Source: an optimization exercise on an open RTL-to-GDS flow (aim: small area). Production flows keep margins and buffers that such runs may drop. Only simulation tests tie the RTL to the original design; equivalence was not proved.

==> wip/juniper: inputs <==
Design overlay_top, start of the top module:
module overlay_top (
    input  logic                        clk,
    input  logic                        reset,
    input  logic                        vsync_i,
    input  logic [12-1:0][10-1:0] region_min_x_i,
    input  logic [12-1:0][10-1:0] region_max_x_i,
    input  logic [12-1:0][10-1:0] region_min_y_i,
    input  logic [12-1:0][10-1:0] region_max_y_i,
    input  overlay_pkg::coord_t         draw_x_i,
    input  overlay_pkg::coord_t         draw_y_i,
    input  logic [8-1:0]       pixel_i,
    input  overlay_pkg::shade_t         brightness_i,
    input  logic [15-1:0]    area_thresh_i,
    input  logic                        highlight_i,
    output overlay_pkg::shade_t         red_o,
    output overlay_pkg::shade_t         green_o,
    output overlay_pkg::shade_t         blue_o
);
clock: 10.0 ns
lec_check: 0
cap_margin: 20
core_margin: 2
core_utilization: 40
setup_slack_margin: 0.1
slew_margin: 20
synth_hierarchical: 1
standard.sh (not shown) runs the stock make flow with config.mk's settings and CLKGATE_MAP_FILE= SYNTH_SCRIPT=/design/flow/synth_recipe.tcl, a recipe that flattens the netlist after the stock synthesis.
==> flow/flow/run.sh <==
#!/bin/bash
# The standard layout with two changes:
#  - the smallest buffer (buf_1) as the port buffer instead of the delay buffer
#    buffer_ports picks on its own; every input and output still gets its own
#    buffer;
#  - clock tree synthesis without dummy loads (-dont_use_dummy_load), which
#    CTS otherwise adds only to even out the tree's branches.
set -euo pipefail
export BUFFER_PORTS_ARGS="-buffer_cell sky130_fd_sc_hd__buf_1"
export CTS_ARGS="-sink_clustering_enable -repair_clock_nets -sink_clustering_size 25 -sink_clustering_max_diameter 80 -buf_list sky130_fd_sc_hd__clkbuf_16 -dont_use_dummy_load"
bash standard.sh finish > standard_flow.log 2>&1
==> wip/maple (differences from wip/juniper) <==
--- a/flow/design.v
+++ b/flow/design.v
@@ -130,16 +130,23 @@
             .is_box (unit_a[k][16]),
             .sat    (unit_a[k][15]),
             .low    (unit_a[k][14:0])
         );
     end
     assign thresh = (area_thresh_i != '0) ? area_thresh_i : 15'(16);
-    logic [14:0] nthresh;
-    logic [14:0] nthresh_q;
-    assign nthresh   = ~thresh;
-    assign nthresh_q = ~thresh_q;
+    function automatic logic ge15(input logic [14:0] a, input logic [14:0] b);
+        logic ge;
+        ge = 1'b1;
+        for (int i = 0; i < 15; i++) begin
+            ge = (a[i] & ~b[i]) | (a[i] & ge) | (~b[i] & ge);
+        end
+        ge15 = ge;
+    endfunction
+    function automatic logic keep(input logic [16:0] a, input logic [14:0] t);
+        keep = a[16] & (a[15] | ge15(a[14:0], t));
+    endfunction
     always_ff @(posedge clk) begin
         for (int k = 0; k < H; k++) begin
             area_p[k] <= unit_a[k];
             area_q[k] <= area_p[k];
         end
         thresh_q <= thresh;
@@ -155,45 +162,28 @@
             odd          <= take_snap_i | ~odd;
             odd_q        <= odd;
             after_snap_q <= take_snap_i;
             loaded_q     <= loaded_i;
         end
     end
-    for (genvar k = 0; k < H; k++) begin : g_keep
-        box_keep u_keep_x (.a(area_q[k]), .nt(nthresh),   .keep(keep_x_d[k]));
-        box_keep u_keep_p (.a(area_p[k]), .nt(nthresh_q), .keep(keep_p[k]));
-        box_keep u_keep_q (.a(area_q[k]), .nt(nthresh_q), .keep(keep_q[k]));
-    end
     always_comb begin
         for (int k = 0; k < H; k++) begin
+            keep_x_d[k] = keep(area_q[k], thresh);
+            keep_p[k]   = keep(area_p[k], thresh_q);
+            keep_q[k]   = keep(area_q[k], thresh_q);
             if (after_snap_q) begin
                 valid_p[k] = odd_q ? keep_q[k] : keep_x_q[k];
                 valid_q[k] = odd_q ? keep_x_q[k] : keep_q[k];
             end else begin
                 valid_p[k] = keep_p[k];
                 valid_q[k] = keep_q[k];
             end
         end
     end
     assign region_valid_o = loaded_q ? {valid_q, valid_p} : '0;
 endmodule
-module box_keep (
-    input  logic [16:0] a,
-    input  logic [14:0] nt,
-    output logic        keep
-);
-    logic [15:1] c;
-    assign c[1] = a[0] | nt[0];
-    for (genvar i = 1; i < 15; i++) begin : g_bit
-        ovl_maj u_maj (.a(a[i]), .b(nt[i]), .c(c[i]), .y(c[i+1]));
-    end
-    assign keep = a[16] & (a[15] | c[15]);
-endmodule
-module ovl_maj (input logic a, b, c, output logic y);
-    assign y = (a & b) | (a & c) | (b & c);
-endmodule
 module box_area_unit (
     input  logic [9:0]  x0, x1, y0, y1,
     output logic        is_box,
     output logic        sat,
     output logic [14:0] low
 );
@@ -222,27 +212,25 @@
     logic p73, p74, p75, p76, p77, p78, p79, p80, p81, p82, p83, p84, p85, p86, p87, p88;
     logic p89, p90, p91, p92, p93, p94, p95, p96, p97, p98, p99, p100, p101, p102, p103, p104;
     logic p105, p106, p107, p108, p109, p110, p111, p112, p113, p114, p115, p116, p117, p118, p119, p120;
     logic p121, p122, p123, p124, p125, p126, p127, p128, p129, p130, p131, p132, p133, p134, p135, p136;
     logic p137;
     assign nb1 = ~x0;
-    assign n2 = ~(x1[0] ^ nb1[0]);
-    assign n3 = x1[0] | nb1[0];
+    ovl_fa u_n2 (.a(x1[0]), .b(nb1[0]), .c(1'b1), .s(n2), .co(n3));
     ovl_fa u_n4 (.a(x1[1]), .b(nb1[1]), .c(n3), .s(n4), .co(n5));
     ovl_fa u_n6 (.a(x1[2]), .b(nb1[2]), .c(n5), .s(n6), .co(n7));
     ovl_fa u_n8 (.a(x1[3]), .b(nb1[3]), .c(n7), .s(n8), .co(n9));
     ovl_fa u_n10 (.a(x1[4]), .b(nb1[4]), .c(n9), .s(n10), .co(n11));
     ovl_fa u_n12 (.a(x1[5]), .b(nb1[5]), .c(n11), .s(n12), .co(n13));
     ovl_fa u_n14 (.a(x1[6]), .b(nb1[6]), .c(n13), .s(n14), .co(n15));
     ovl_fa u_n16 (.a(x1[7]), .b(nb1[7]), .c(n15), .s(n16), .co(n17));
     ovl_fa u_n18 (.a(x1[8]), .b(nb1[8]), .c(n17), .s(n18), .co(n19));
     ovl_fa u_n20 (.a(x1[9]), .b(nb1[9]), .c(n19), .s(n20), .co(n21));
     assign n22 = n21 ? 1'b1 : 1'b0;
     assign nb23 = ~y0;
-    assign n24 = ~(y1[0] ^ nb23[0]);
-    assign n25 = y1[0] | nb23[0];
+    ovl_fa u_n24 (.a(y1[0]), .b(nb23[0]), .c(1'b1), .s(n24), .co(n25));
     ovl_fa u_n26 (.a(y1[1]), .b(nb23[1]), .c(n25), .s(n26), .co(n27));
     ovl_fa u_n28 (.a(y1[2]), .b(nb23[2]), .c(n27), .s(n28), .co(n29));
     ovl_fa u_n30 (.a(y1[3]), .b(nb23[3]), .c(n29), .s(n30), .co(n31));
     ovl_fa u_n32 (.a(y1[4]), .b(nb23[4]), .c(n31), .s(n32), .co(n33));
     ovl_fa u_n34 (.a(y1[5]), .b(nb23[5]), .c(n33), .s(n34), .co(n35));
     ovl_fa u_n36 (.a(y1[6]), .b(nb23[6]), .c(n35), .s(n36), .co(n37));
@@ -382,16 +370,16 @@
     ovl_fa u_n210 (.a(n159), .b(n164), .c(n161), .s(n210), .co(n211));
     ovl_fa u_n212 (.a(n166), .b(n163), .c(n168), .s(n212), .co(n213));
     ovl_fa u_n214 (.a(n170), .b(n165), .c(n172), .s(n214), .co(n215));
     ovl_fa u_n216 (.a(n167), .b(n174), .c(n169), .s(n216), .co(n217));
     ovl_fa u_n218 (.a(n171), .b(n176), .c(n173), .s(n218), .co(n219));
     ovl_fa u_n220 (.a(n178), .b(n180), .c(n175), .s(n220), .co(n221));
-    ovl_fa u_n222 (.a(n177), .b(n179), .c(p80), .s(n222), .co(n223));
+    ovl_fa u_n222 (.a(n177), .b(p80), .c(n179), .s(n222), .co(n223));
     ovl_fa u_n224 (.a(n182), .b(n181), .c(n184), .s(n224), .co(n225));
-    ovl_fa u_n226 (.a(p97), .b(n186), .c(n183), .s(n226), .co(n227));
-    ovl_fa u_n228 (.a(p115), .b(p89), .c(n185), .s(n228), .co(n229));
+    ovl_fa u_n226 (.a(p97), .b(n186), .c(p115), .s(n226), .co(n227));
+    ovl_fa u_n228 (.a(p89), .b(n183), .c(n185), .s(n228), .co(n229));
     ovl_ha u_n230 (.a(p46), .b(p54), .s(n230), .co(n231));
     ovl_fa u_n232 (.a(p63), .b(n188), .c(p119), .s(n232), .co(n233));
     ovl_fa u_n234 (.a(n189), .b(n190), .c(p130), .s(n234), .co(n235));
     ovl_fa u_n236 (.a(n191), .b(n193), .c(n194), .s(n236), .co(n237));
     ovl_fa u_n238 (.a(n195), .b(n197), .c(n198), .s(n238), .co(n239));
     ovl_fa u_n240 (.a(n199), .b(n202), .c(n201), .s(n240), .co(n241));
@@ -423,29 +411,27 @@
     ovl_fa u_n292 (.a(n261), .b(n262), .c(n291), .s(n292), .co(n293));
     ovl_fa u_n294 (.a(n263), .b(n264), .c(n293), .s(n294), .co(n295));
     ovl_fa u_n296 (.a(n265), .b(n266), .c(n295), .s(n296), .co(n297));
     ovl_fa u_n298 (.a(n267), .b(n268), .c(n297), .s(n298), .co(n299));
     ovl_fa u_n300 (.a(n269), .b(n270), .c(n299), .s(n300), .co(n301));
     ovl_fa u_n302 (.a(n271), .b(n272), .c(n301), .s(n302), .co(n303));
-    ovl_ha u_n304 (.a(n273), .b(n274), .s(n304), .co(n305));
+    ovl_fa u_n304 (.a(n273), .b(n274), .c(1'b0), .s(n304), .co(n305));
     ovl_fa u_n306 (.a(n275), .b(n276), .c(n305), .s(n306), .co(n307));
     ovl_fa u_n308 (.a(n277), .b(n278), .c(n307), .s(n308), .co(n309));
-    assign n310 = ~(n273 ^ n274);
-    assign n311 = n273 | n274;
+    ovl_fa u_n310 (.a(n273), .b(n274), .c(1'b1), .s(n310), .co(n311));
     ovl_fa u_n312 (.a(n275), .b(n276), .c(n311), .s(n312), .co(n313));
     ovl_fa u_n314 (.a(n277), .b(n278), .c(n313), .s(n314), .co(n315));
     assign n316 = n303 ? n310 : n304;
     assign n317 = n303 ? n312 : n306;
     assign n318 = n303 ? n314 : n308;
     assign n319 = n303 ? n315 : n309;
-    ovl_ha u_n320 (.a(n280), .b(n279), .s(n320), .co(n321));
+    ovl_fa u_n320 (.a(n280), .b(n279), .c(1'b0), .s(n320), .co(n321));
     ovl_fa u_n322 (.a(n282), .b(n281), .c(n321), .s(n322), .co(n323));
     ovl_fa u_n324 (.a(n283), .b(n284), .c(n323), .s(n324), .co(n325));
     ovl_fa u_n326 (.a(n255), .b(n285), .c(n325), .s(n326), .co(n327));
-    assign n328 = ~(n280 ^ n279);
-    assign n329 = n280 | n279;
+    ovl_fa u_n328 (.a(n280), .b(n279), .c(1'b1), .s(n328), .co(n329));
     ovl_fa u_n330 (.a(n282), .b(n281), .c(n329), .s(n330), .co(n331));
     ovl_fa u_n332 (.a(n283), .b(n284), .c(n331), .s(n332), .co(n333));
     ovl_fa u_n334 (.a(n255), .b(n285), .c(n333), .s(n334), .co(n335));
     assign n336 = n319 ? n328 : n320;
     assign n337 = n319 ? n330 : n322;
     assign n338 = n319 ? n332 : n324;
SETUP_SLACK_MARGIN = unset   (was 0.1)
==> notes <==
Clock skew: wip/juniper is lower than wip/maple (0.019 ns).
Of wip/juniper and wip/maple, wip/maple has the higher synthesized area (gap 1.2%, measured against wip/maple).

-- static timing again, ports no longer ideal --
Ports are ideal in the flow. The routed layouts listed here were re-timed in OpenROAD.
Step 1: set_driving_cell puts a clkbuf_16 on clk and a buf_2 on each other input, an assumption about the parent block.
Step 2, shift: input delay + t, output delay - t, t = (earliest + latest rising clock arrival at the registers) / 2. This alone moves slack from input paths to output paths.
Three values: no drivers, after step 1, after step 2; two values: the first two.
| run | shift t [ns] | setup slack, ns | slew at the worst register clock pin (ns) | pins driven straight from the clock port |
|---|---|---|---|---|
| wip/juniper | 0.731 | 0.259 / 0.315 / -0.415 | 0.10 / 0.10 | 1 |
| wip/maple | 0.728 | 0.115 / 0.156 / -0.572 | 0.11 / 0.11 | 1 |
With both steps, setup timing fails in wip/juniper and wip/maple, where it was met with ideal ports. The setup slack of wip/maple, which loses most, moves by +0.041 ns with the drivers and by -0.687 ns with both steps.
